What follows belongs to an exercise in optimizing a design on an open flow for small area; a production flow would make more cautious choices. In this exercise RTL edits were held to simulation tests only and were not proved equivalent to the original. Power and IR drop assume default switching activity.

==> inputs of try-yarrow <==
==> flow/design.v <==
`default_nettype none
package bp_pkg;
	typedef logic [32-1:0] word_t;
	typedef logic [2-1:0] tbl_idx_t;
	typedef logic [$clog2(32)-1:0] reg_idx_t;
	typedef logic [3-1:0] conf_t;
	function automatic tbl_idx_t bp_index(input word_t pc);
		tbl_idx_t idx;
		idx = '0;
		for (int i = 0; i < 16 / 2; i++) begin
			idx = idx ^ pc[i*2 +: 2];
		end
		bp_index = idx;
	endfunction
endpackage
`default_nettype wire
`default_nettype none
`timescale 1ns/10ps
module bp_oai22 (
	input  logic a1,
	input  logic a2,
	input  logic b1,
	input  logic b2,
	output logic y
);
	assign y = ~((a1 | a2) & (b1 | b2));
endmodule
module bp_nor2 (
	input  logic a,
	input  logic b,
	output logic y
);
	assign y = ~(a | b);
endmodule
module bp_nor4 (
	input  logic a,
	input  logic b,
	input  logic c,
	input  logic d,
	output logic y
);
	assign y = ~(a | b | c | d);
endmodule
module bp_nand4 (
	input  logic a,
	input  logic b,
	input  logic c,
	input  logic d,
	output logic y
);
	assign y = ~(a & b & c & d);
endmodule
module bp_mux4oh (
	input  logic [3:0] d,
	input  logic [3:0] sel_n,
	output logic       y
);
	logic p0, p1;
	bp_oai22 u_p0 (.a1(d[0]), .a2(sel_n[0]), .b1(d[1]), .b2(sel_n[1]), .y(p0));
	bp_oai22 u_p1 (.a1(d[2]), .a2(sel_n[2]), .b1(d[3]), .b2(sel_n[3]), .y(p1));
	bp_nor2  u_y  (.a(p0), .b(p1), .y(y));
endmodule
module bp_aoi222 (
	input  logic a1,
	input  logic a2,
	input  logic b1,
	input  logic b2,
	input  logic c1,
	input  logic c2,
	output logic y
);
	assign y = ~((a1 & a2) | (b1 & b2) | (c1 & c2));
endmodule
module bp_nand2 (
	input  logic a,
	input  logic b,
	output logic y
);
	assign y = ~(a & b);
endmodule
module bp_nand3 (
	input  logic a,
	input  logic b,
	input  logic c,
	output logic y
);
	assign y = ~(a & b & c);
endmodule
module bp_or3 (
	input  logic a,
	input  logic b,
	input  logic c,
	output logic y
);
	assign y = a | b | c;
endmodule
module bp_nor3 (
	input  logic a,
	input  logic b,
	input  logic c,
	output logic y
);
	assign y = ~(a | b | c);
endmodule
module bp_xor2 (
	input  logic a,
	input  logic b,
	output logic y
);
	assign y = a ^ b;
endmodule
module bp_a21oi (
	input  logic a1,
	input  logic a2,
	input  logic b1,
	output logic y
);
	assign y = ~((a1 & a2) | b1);
endmodule
module bp_o21ai (
	input  logic a1,
	input  logic a2,
	input  logic b1,
	output logic y
);
	assign y = ~((a1 | a2) & b1);
endmodule
module bp_rdbit #(
	parameter bit INV = 1'b0
) (
	input  logic [31:0] d,
	input  logic [31:0] sel,
	output logic        y
);
	logic [11:0] r;  
	logic [2:0]  q;
	for (genvar k = 0; k < 10; k++) begin : g_grp
		bp_aoi222 u_grp (
			.a1 (d[3*k]),   .a2 (sel[3*k]),
			.b1 (d[3*k+1]), .b2 (sel[3*k+1]),
			.c1 (d[3*k+2]), .c2 (sel[3*k+2]),
			.y  (r[k])
		);
	end
	bp_nand2 u_l0 (.a(d[30]), .b(sel[30]), .y(r[10]));
	bp_nand2 u_l1 (.a(d[31]), .b(sel[31]), .y(r[11]));
	for (genvar k = 0; k < 3; k++) begin : g_q
		bp_nand4 u_q (.a(r[4*k]), .b(r[4*k+1]), .c(r[4*k+2]), .d(r[4*k+3]), .y(q[k]));
	end
	if (INV) begin : g_n
		bp_nor3 u_y (.a(q[0]), .b(q[1]), .c(q[2]), .y(y));
	end else begin : g_p
		bp_or3  u_y (.a(q[0]), .b(q[1]), .c(q[2]), .y(y));
	end
endmodule
module bp_cmpnode #(
	parameter bit POS = 1'b1
) (
	input  logic g_hi,
	input  logic e_hi,
	input  logic g_lo,
	input  logic e_lo,
	output logic g,
	output logic e
);
	if (POS) begin : g_p
		bp_a21oi u_g (.a1(e_hi), .a2(g_lo), .b1(g_hi), .y(g));
		bp_nand2 u_e (.a(e_hi), .b(e_lo), .y(e));
	end else begin : g_n
		bp_o21ai u_g (.a1(e_hi), .a2(g_lo), .b1(g_hi), .y(g));
		bp_nor2  u_e (.a(e_hi), .b(e_lo), .y(e));
	end
endmodule
module bp_cond (
	input  logic [31:0] qa,
	input  logic [31:0] qb_n,
	input  logic        ph,
	input  logic [2:0]  f3,
	output logic        taken
);
	logic [31:0] g0, e0;
	logic [15:0] g1, e1;  
	logic [7:0]  g2, e2;
	logic [3:0]  g3, e3;  
	logic [1:0]  g4, e4;
	logic        g5, e5;  
	logic        eq, gb, ltu, lts;
	for (genvar j = 0; j < 32; j++) begin : g_l0
		bp_xor2 u_e (.a(qa[j]), .b(qb_n[j]), .y(e0[j]));
		bp_nor2 u_g (.a(qa[j]), .b(qb_n[j]), .y(g0[j]));
	end
	for (genvar k = 0; k < 16; k++) begin : g_l1
		bp_cmpnode #(.POS(1'b1)) u_n (.g_hi(g0[2*k+1]), .e_hi(e0[2*k+1]), .g_lo(g0[2*k]), .e_lo(e0[2*k]), .g(g1[k]), .e(e1[k]));
	end
	for (genvar k = 0; k < 8; k++) begin : g_l2
		bp_cmpnode #(.POS(1'b0)) u_n (.g_hi(g1[2*k+1]), .e_hi(e1[2*k+1]), .g_lo(g1[2*k]), .e_lo(e1[2*k]), .g(g2[k]), .e(e2[k]));
	end
	for (genvar k = 0; k < 4; k++) begin : g_l3
		bp_cmpnode #(.POS(1'b1)) u_n (.g_hi(g2[2*k+1]), .e_hi(e2[2*k+1]), .g_lo(g2[2*k]), .e_lo(e2[2*k]), .g(g3[k]), .e(e3[k]));
	end
	for (genvar k = 0; k < 2; k++) begin : g_l4
		bp_cmpnode #(.POS(1'b0)) u_n (.g_hi(g3[2*k+1]), .e_hi(e3[2*k+1]), .g_lo(g3[2*k]), .e_lo(e3[2*k]), .g(g4[k]), .e(e4[k]));
	end
	bp_cmpnode #(.POS(1'b1)) u_l5 (.g_hi(g4[1]), .e_hi(e4[1]), .g_lo(g4[0]), .e_lo(e4[0]), .g(g5), .e(e5));
	assign eq  = ~e5;
	assign gb  = ~g5 ^ ph;
	assign ltu = e5 & gb;
	assign lts = ltu ^ qa[31] ^ ~qb_n[31];
	always_comb begin
		case (f3)
			3'b000: taken = eq;  
			3'b001: taken = !eq;  
			3'b100: taken = lts;  
			3'b101: taken = !lts;  
			3'b110: taken = ltu;  
			3'b111: taken = !ltu;  
			default: taken = 1'b0;  
		endcase
	end
endmodule
`default_nettype wire
`default_nettype none
`timescale 1ns/10ps
module branch_predictor (
	input  logic        clk,
	input  logic        arst_n,
	input  logic        retire_valid,
	input  logic [31:0] retire_pc,
	input  logic [31:0] retire_inst,
	input  logic        wb_valid,
	input  logic [4:0]  wb_rd,
	input  logic [31:0] wb_data,
	input  logic        fetch_valid,
	input  logic [31:0] fetch_pc,
	output logic        hit,
	output logic        prediction
);
	localparam int NE = 4;
	localparam int NR = 32;
	logic [31:2] tag_q    [NE];
	logic [2:0]  conf_q   [NE];
	logic [4:0]  rs1_q    [NE];
	logic [4:0]  rs2_q    [NE];
	logic [2:0]  f3_q     [NE];
	logic [1:0]  ridx;
	logic [3:0]  rsel_n;
	logic        is_branch;
	logic [31:2] rtag;
	logic        rmatch;
	assign ridx      = bp_pkg::bp_index(retire_pc);
	assign is_branch = retire_valid && (retire_inst[6:0] == 7'b1100011);
	always_comb begin
		for (int e = 0; e < NE; e++) rsel_n[e] = (ridx != 2'(e));
	end
	for (genvar j = 2; j < 32; j++) begin : g_rtag
		bp_mux4oh u_m (
			.d     ({tag_q[3][j], tag_q[2][j], tag_q[1][j], tag_q[0][j]}),
			.sel_n (rsel_n),
			.y     (rtag[j])
		);
	end
	assign rmatch = (rtag == retire_pc[31:2]);
	always_ff @(posedge clk or negedge arst_n) begin
		if (!arst_n) begin
			for (int i = 0; i < NE; i++) conf_q[i] <= '0;
		end else begin
			for (int i = 0; i < NE; i++) begin
				if (is_branch && ridx == 2'(i)) begin
					if (conf_q[i] == 3'd0) conf_q[i] <= 3'(7);
					else if (rmatch) begin
						if (conf_q[i] != 3'd7) conf_q[i] <= conf_q[i] + 3'd1;
					end else conf_q[i] <= conf_q[i] - 3'd1;
				end
			end
		end
	end
	always_ff @(posedge clk) begin
		for (int i = 0; i < NE; i++) begin
			if (is_branch && ridx == 2'(i) && conf_q[i] == 3'd0) begin
				tag_q[i] <= retire_pc[31:2];
				rs1_q[i] <= retire_inst[19:15];
				rs2_q[i] <= retire_inst[24:20];
				f3_q[i]  <= retire_inst[14:12];
			end
		end
	end
	logic [1:0]  fidx;
	logic [3:0]  fsel_n;
	logic [31:2] ftag;
	logic        hit_d;
	logic        hit_q;
	logic [1:0]  idx_q;
	assign fidx = bp_pkg::bp_index(fetch_pc);
	always_comb begin
		for (int e = 0; e < NE; e++) fsel_n[e] = (fidx != 2'(e));
	end
	for (genvar j = 2; j < 32; j++) begin : g_ftag
		bp_mux4oh u_m (
			.d     ({tag_q[3][j], tag_q[2][j], tag_q[1][j], tag_q[0][j]}),
			.sel_n (fsel_n),
			.y     (ftag[j])
		);
	end
	assign hit_d = fetch_valid && (conf_q[fidx] != 3'd0) && (ftag == fetch_pc[31:2]);
	always_ff @(posedge clk or negedge arst_n) begin
		if (!arst_n) hit_q <= 1'b0;
		else         hit_q <= hit_d;
	end
	always_ff @(posedge clk) idx_q <= fidx;
	logic [3:0]  isel_n;
	logic [12:0] fld [NE];
	logic [12:0] ifld;
	logic [4:0]  rs1, rs2;
	logic [2:0]  f3;
	always_comb begin
		for (int e = 0; e < NE; e++) begin
			isel_n[e] = (idx_q != 2'(e));
			fld[e]    = {f3_q[e], rs2_q[e], rs1_q[e]};
		end
	end
	for (genvar j = 0; j < 13; j++) begin : g_ifld
		bp_mux4oh u_m (
			.d     ({fld[3][j], fld[2][j], fld[1][j], fld[0][j]}),
			.sel_n (isel_n),
			.y     (ifld[j])
		);
	end
	assign rs1 = ifld[4:0];
	assign rs2 = ifld[9:5];
	assign f3  = ifld[12:10];
	logic [31:0]   regs   [1:NR-1];
	logic [31:0]   regs_d [1:NR-1];
	logic          ph;
	logic [NR-1:1] rvalid;
	logic [NR-1:1] we;
	logic [NR-1:1] we_n;
	logic [31:0]   wd_n;
	always_ff @(posedge clk or negedge arst_n) begin
		if (!arst_n) ph <= 1'b0;
		else         ph <= !ph;
	end
	assign wd_n = wb_data ^ {32{ph}};
	for (genvar i = 1; i < NR; i++) begin : g_reg
		assign we[i]   = wb_valid && wb_rd == 5'(i);
		assign we_n[i] = ~we[i];
		for (genvar j = 0; j < 32; j++) begin : g_bit
			bp_oai22 u_d (
				.a1 (regs[i][j]),
				.a2 (we[i]),
				.b1 (we_n[i]),
				.b2 (wd_n[j]),
				.y  (regs_d[i][j])
			);
		end
	end
	always_ff @(posedge clk) begin
		for (int i = 1; i < NR; i++) regs[i] <= regs_d[i];
	end
	always_ff @(posedge clk or negedge arst_n) begin
		if (!arst_n) rvalid <= '0;
		else         rvalid <= rvalid | we;
	end
	logic [31:0] s1, s2;
	logic [31:0] qa, qb_n;
	logic        taken;
	always_comb begin
		for (int i = 1; i < NR; i++) begin
			s1[i-1] = rvalid[i] && rs1 == 5'(i);
			s2[i-1] = rvalid[i] && rs2 == 5'(i);
		end
		s1[31] = ~|s1[30:0];
		s2[31] = ~|s2[30:0];
	end
	for (genvar j = 0; j < 32; j++) begin : g_rd
		logic [31:0] col;
		for (genvar i = 1; i < NR; i++) begin : g_col
			assign col[i-1] = regs[i][j];
		end
		assign col[31] = ph;
		bp_rdbit #(.INV(1'b0)) u_a (.d(col), .sel(s1), .y(qa[j]));
		bp_rdbit #(.INV(1'b1)) u_b (.d(col), .sel(s2), .y(qb_n[j]));
	end
	bp_cond i_cond (.qa(qa), .qb_n(qb_n), .ph(ph), .f3(f3), .taken(taken));
	assign hit        = hit_q;
	assign prediction = hit_q && taken;
endmodule
`default_nettype wire
==> flow/run.sh <==
#!/bin/bash
# synth_recipe.tcl (not shown) runs the flow's synth.tcl, then flattens the netlist and writes it again
# the make line also repeats each setting of config.mk as NAME=value (left out here)
make -C /OpenROAD-flow-scripts/flow DESIGN_CONFIG=/design/flow/config.mk WORK_HOME=/design/flow/orfs CLKGATE_MAP_FILE= SYNTH_SCRIPT=/design/flow/synth_recipe.tcl finish
==> flow/config.mk <==
export PLATFORM = sky130hd
export DESIGN_NAME = branch_predictor
export DESIGN_NICKNAME = branch_predictor
export VERILOG_FILES = /design/flow/design.v
export SDC_FILE = /design/flow/constraint.sdc
export NUM_CORES = 4
export LEC_CHECK = 0
export CAP_MARGIN = 5
export CORE_MARGIN = 2
export CORE_UTILIZATION = 45
export CTS_BUF_LIST = sky130_fd_sc_hd__clkbuf_8
export CTS_CLUSTER_DIAMETER = 50
export CTS_CLUSTER_SIZE = 16
export PLACE_DENSITY = 0.6
export SLEW_MARGIN = 5
export SYNTH_HIERARCHICAL = 1
==> flow/constraint.sdc <==
create_clock -name core_clock -period 12.0 [get_ports {clk}]
set_input_delay 2.4000 -clock core_clock [delete_from_list [all_inputs] [get_ports {clk}]]
set_output_delay 2.4000 -clock core_clock [all_outputs]
set_load 0.01 [all_outputs]
==> try-violet: changes against try-yarrow <==
--- a/flow/design.v
+++ b/flow/design.v
@@ -239,2 +239,7 @@
 	localparam int NR = 32;
+	logic ph;
+	always_ff @(posedge clk or negedge arst_n) begin
+		if (!arst_n) ph <= 1'b0;
+		else         ph <= !ph;
+	end
 	logic [31:2] tag_q    [NE];
@@ -249,2 +254,6 @@
 	logic        rmatch;
+	logic [31:2] twd_n;  
+	logic [3:0]  alloc;
+	logic [3:0]  alloc_n;
+	logic [31:2] tag_d [NE];
 	assign ridx      = bp_pkg::bp_index(retire_pc);
@@ -261,3 +270,4 @@
 	end
-	assign rmatch = (rtag == retire_pc[31:2]);
+	assign twd_n  = retire_pc[31:2] ^ {30{ph}};
+	assign rmatch = (rtag == twd_n);  
 	always_ff @(posedge clk or negedge arst_n) begin
@@ -276,6 +286,21 @@
 	end
+	for (genvar e = 0; e < NE; e++) begin : g_tag
+		assign alloc[e]   = is_branch && ridx == 2'(e) && conf_q[e] == 3'd0;
+		assign alloc_n[e] = ~alloc[e];
+		for (genvar j = 2; j < 32; j++) begin : g_bit
+			bp_oai22 u_d (
+				.a1 (tag_q[e][j]),
+				.a2 (alloc[e]),
+				.b1 (alloc_n[e]),
+				.b2 (twd_n[j]),
+				.y  (tag_d[e][j])
+			);
+		end
+	end
+	always_ff @(posedge clk) begin
+		for (int i = 0; i < NE; i++) tag_q[i] <= tag_d[i];
+	end
 	always_ff @(posedge clk) begin
 		for (int i = 0; i < NE; i++) begin
-			if (is_branch && ridx == 2'(i) && conf_q[i] == 3'd0) begin
-				tag_q[i] <= retire_pc[31:2];
+			if (alloc[i]) begin
 				rs1_q[i] <= retire_inst[19:15];
@@ -303,3 +328,5 @@
 	end
-	assign hit_d = fetch_valid && (conf_q[fidx] != 3'd0) && (ftag == fetch_pc[31:2]);
+	logic [31:2] fmis;
+	assign fmis  = ftag ^ fetch_pc[31:2];  
+	assign hit_d = fetch_valid && (conf_q[fidx] != 3'd0) && (ph ? &fmis : ~|fmis);
 	always_ff @(posedge clk or negedge arst_n) begin
@@ -332,3 +359,2 @@
 	logic [31:0]   regs_d [1:NR-1];
-	logic          ph;
 	logic [NR-1:1] rvalid;
@@ -337,6 +363,2 @@
 	logic [31:0]   wd_n;
-	always_ff @(posedge clk or negedge arst_n) begin
-		if (!arst_n) ph <= 1'b0;
-		else         ph <= !ph;
-	end
 	assign wd_n = wb_data ^ {32{ph}};
==> flow/flow/run.sh (new file) <==
#!/bin/bash
# Standard ORFS layout with two changes: clock tree synthesis without dummy
# loads, and the smallest buffer (buf_1) on every input and output port.
set -euo pipefail
cd "$(dirname "$0")/.."
export CTS_ARGS="-sink_clustering_enable -repair_clock_nets -dont_use_dummy_load -sink_clustering_size 10 -sink_clustering_max_diameter 40 -buf_list sky130_fd_sc_hd__clkbuf_4"
export BUFFER_PORTS_ARGS="-buffer_cell sky130_fd_sc_hd__buf_1"
bash standard.sh > standard_flow.log 2>&1
==> flow/standard.sh (new file) <==
#!/bin/bash
# synth_recipe.tcl (not shown) runs the flow's synth.tcl, then flattens the netlist and writes it again
# the make line also repeats each setting of config.mk as NAME=value (left out here)
make -C /OpenROAD-flow-scripts/flow DESIGN_CONFIG=/design/flow/config.mk WORK_HOME=/design/flow/orfs CLKGATE_MAP_FILE= SYNTH_SCRIPT=/design/flow/synth_recipe.tcl "${@:-finish}"
Settings changed: CTS_BUF_LIST sky130_fd_sc_hd__clkbuf_8 to sky130_fd_sc_hd__clkbuf_4, CTS_CLUSTER_DIAMETER 50 to 40, CTS_CLUSTER_SIZE 16 to 10.
removed: flow/run.sh
==> try-indigo: changes against try-yarrow <==
--- a/flow/design.v
+++ b/flow/design.v
@@ -239,2 +239,7 @@
 	localparam int NR = 32;
+	logic ph;
+	always_ff @(posedge clk or negedge arst_n) begin
+		if (!arst_n) ph <= 1'b0;
+		else         ph <= !ph;
+	end
 	logic [31:2] tag_q    [NE];
@@ -249,2 +254,6 @@
 	logic        rmatch;
+	logic [31:2] twd_n;  
+	logic [3:0]  alloc;
+	logic [3:0]  alloc_n;
+	logic [31:2] tag_d [NE];
 	assign ridx      = bp_pkg::bp_index(retire_pc);
@@ -261,3 +270,4 @@
 	end
-	assign rmatch = (rtag == retire_pc[31:2]);
+	assign twd_n  = retire_pc[31:2] ^ {30{ph}};
+	assign rmatch = (rtag == twd_n);  
 	always_ff @(posedge clk or negedge arst_n) begin
@@ -276,6 +286,21 @@
 	end
+	for (genvar e = 0; e < NE; e++) begin : g_tag
+		assign alloc[e]   = is_branch && ridx == 2'(e) && conf_q[e] == 3'd0;
+		assign alloc_n[e] = ~alloc[e];
+		for (genvar j = 2; j < 32; j++) begin : g_bit
+			bp_oai22 u_d (
+				.a1 (tag_q[e][j]),
+				.a2 (alloc[e]),
+				.b1 (alloc_n[e]),
+				.b2 (twd_n[j]),
+				.y  (tag_d[e][j])
+			);
+		end
+	end
+	always_ff @(posedge clk) begin
+		for (int i = 0; i < NE; i++) tag_q[i] <= tag_d[i];
+	end
 	always_ff @(posedge clk) begin
 		for (int i = 0; i < NE; i++) begin
-			if (is_branch && ridx == 2'(i) && conf_q[i] == 3'd0) begin
-				tag_q[i] <= retire_pc[31:2];
+			if (alloc[i]) begin
 				rs1_q[i] <= retire_inst[19:15];
@@ -303,3 +328,5 @@
 	end
-	assign hit_d = fetch_valid && (conf_q[fidx] != 3'd0) && (ftag == fetch_pc[31:2]);
+	logic [31:2] fmis;
+	assign fmis  = ftag ^ fetch_pc[31:2];  
+	assign hit_d = fetch_valid && (conf_q[fidx] != 3'd0) && (ph ? &fmis : ~|fmis);
 	always_ff @(posedge clk or negedge arst_n) begin
@@ -332,3 +359,2 @@
 	logic [31:0]   regs_d [1:NR-1];
-	logic          ph;
 	logic [NR-1:1] rvalid;
@@ -337,6 +363,2 @@
 	logic [31:0]   wd_n;
-	always_ff @(posedge clk or negedge arst_n) begin
-		if (!arst_n) ph <= 1'b0;
-		else         ph <= !ph;
-	end
 	assign wd_n = wb_data ^ {32{ph}};
==> flow/flow/run.sh (new file) <==
#!/bin/bash
# Standard ORFS layout with two changes: clock tree synthesis without dummy
# loads, and the smallest buffer (buf_1) on every input and output port.
set -euo pipefail
cd "$(dirname "$0")/.."
export CTS_ARGS="-sink_clustering_enable -repair_clock_nets -dont_use_dummy_load -sink_clustering_size 16 -sink_clustering_max_diameter 50 -buf_list sky130_fd_sc_hd__clkbuf_8"
export BUFFER_PORTS_ARGS="-buffer_cell sky130_fd_sc_hd__buf_1"
bash standard.sh > standard_flow.log 2>&1
==> flow/standard.sh (new file) <==
#!/bin/bash
# synth_recipe.tcl (not shown) runs the flow's synth.tcl, then flattens the netlist and writes it again
# the make line also repeats each setting of config.mk as NAME=value (left out here)
make -C /OpenROAD-flow-scripts/flow DESIGN_CONFIG=/design/flow/config.mk WORK_HOME=/design/flow/orfs CLKGATE_MAP_FILE= SYNTH_SCRIPT=/design/flow/synth_recipe.tcl "${@:-finish}"
removed: flow/run.sh
==> impl_metrics.csv <==
group,metric,value,unit
outcome,status,"finished clean",
drt,route.met2.wl,84.3,mm
logic_synthesis,synth_xor_xnor_area_share,3.05,%
drt,drtPass1Iterations,15,
finish,nNonClkInverters,43,
timing,tightest_slew,1.43,ns
logic_synthesis,syn_nets,4273,
logic_synthesis,synth_warnings,23,
setup_path,cp.depth,24,
setup_path,ff2ff_path_depth,4,
drt,totalWireLength,203,mm
pwr,p_total,13.5,mW
logic_synthesis,synth.distinct_cells,64,
pwr,power_frac_comb,35.1,%
floorplan,coreArea,0.103,mm^2
timing,maxSlewHeadroom,4.86,%
global_routing,grt_max_degree,68,
placed_design,hpwl,111,mm
placed_design,placed_cell_area,0.0512,mm^2
(the above is from try-yarrow)
==> impl_metrics.csv <==
group,metric,value,unit
setup_path,cp.depth,23,
drt,totalWireLength,203,mm
logic_synthesis,synth_warnings,24,
outcome,status,"finished clean",
pwr,power_frac_comb,38.9,%
placed_design,hpwl,113,mm
timing,tightest_slew,1.21,ns
timing,maxSlewHeadroom,19.4,%
floorplan,coreArea,0.102,mm^2
drt,drtPass1Iterations,12,
finish,nNonClkInverters,41,
placed_design,placed_cell_area,0.0499,mm^2
logic_synthesis,syn_nets,4403,
pwr,p_total,13.0,mW
(the above is from try-indigo)
==> impl_metrics.csv <==
group,metric,value,unit
timing,maxSlewHeadroom,18.9,%
logic_synthesis,synth_xor_xnor_area_share,3.52,%
setup_path,ff2ff_path_depth,12,
finish,syn2layout_area_growth,10.9,%
finish,nNonClkInverters,41,
pwr,power_frac_comb,40.0,%
placed_design,hpwl,113,mm
drt,drtPass1Iterations,13,
logic_synthesis,syn_nets,4403,
global_routing,grt_pass1_vias,45200,
timing,tightest_slew,1.22,ns
drt,route.met2.wl,85.0,mm
global_routing,grt_max_degree,56,
outcome,status,"finished clean",
logic_synthesis,synth.cell_area,0.0462,mm^2
placed_design,placed_cell_area,0.0499,mm^2
setup_path,cp.depth,24,
floorplan,coreArea,0.102,mm^2
(the above is from try-violet)

-- separate check: timing with driven ports --
No port has a modelled driver above. Below, the same layouts with a new extraction and two added sets of constraints.
Step 1: set_driving_cell puts a clkbuf_16 on clk and a buf_2 on each other input, an assumption about the parent block.
Step 2 times the ports against the registers' clock, not the clock port: input delays grow and output delays shrink by t, the midpoint of the rising clock arrivals with the driver on.
Slacks: ideal ports / drivers / drivers and shift; pairs: ideal ports / drivers.
| run | t, ns | setup slack, ns | hold WS [ns] | latest minus earliest clock arrival (ns) | pins driven straight from the clock port |
|---|---|---|---|---|---|
| try-yarrow | 0.913 | 0.635 / 0.566 / 1.479 | 0.473 / 0.473 / 0.473 | 0.077 / 0.078 | 1 |
| try-violet | 1.141 | 1.570 / 1.501 / 2.641 | 0.472 / 0.472 / 0.472 | 0.133 / 0.133 | 1 |
| try-indigo | 0.886 | 1.807 / 1.734 / 2.620 | 0.468 / 0.468 / 0.468 | 0.100 / 0.100 | 1 |
After both steps every run listed still meets setup and hold.
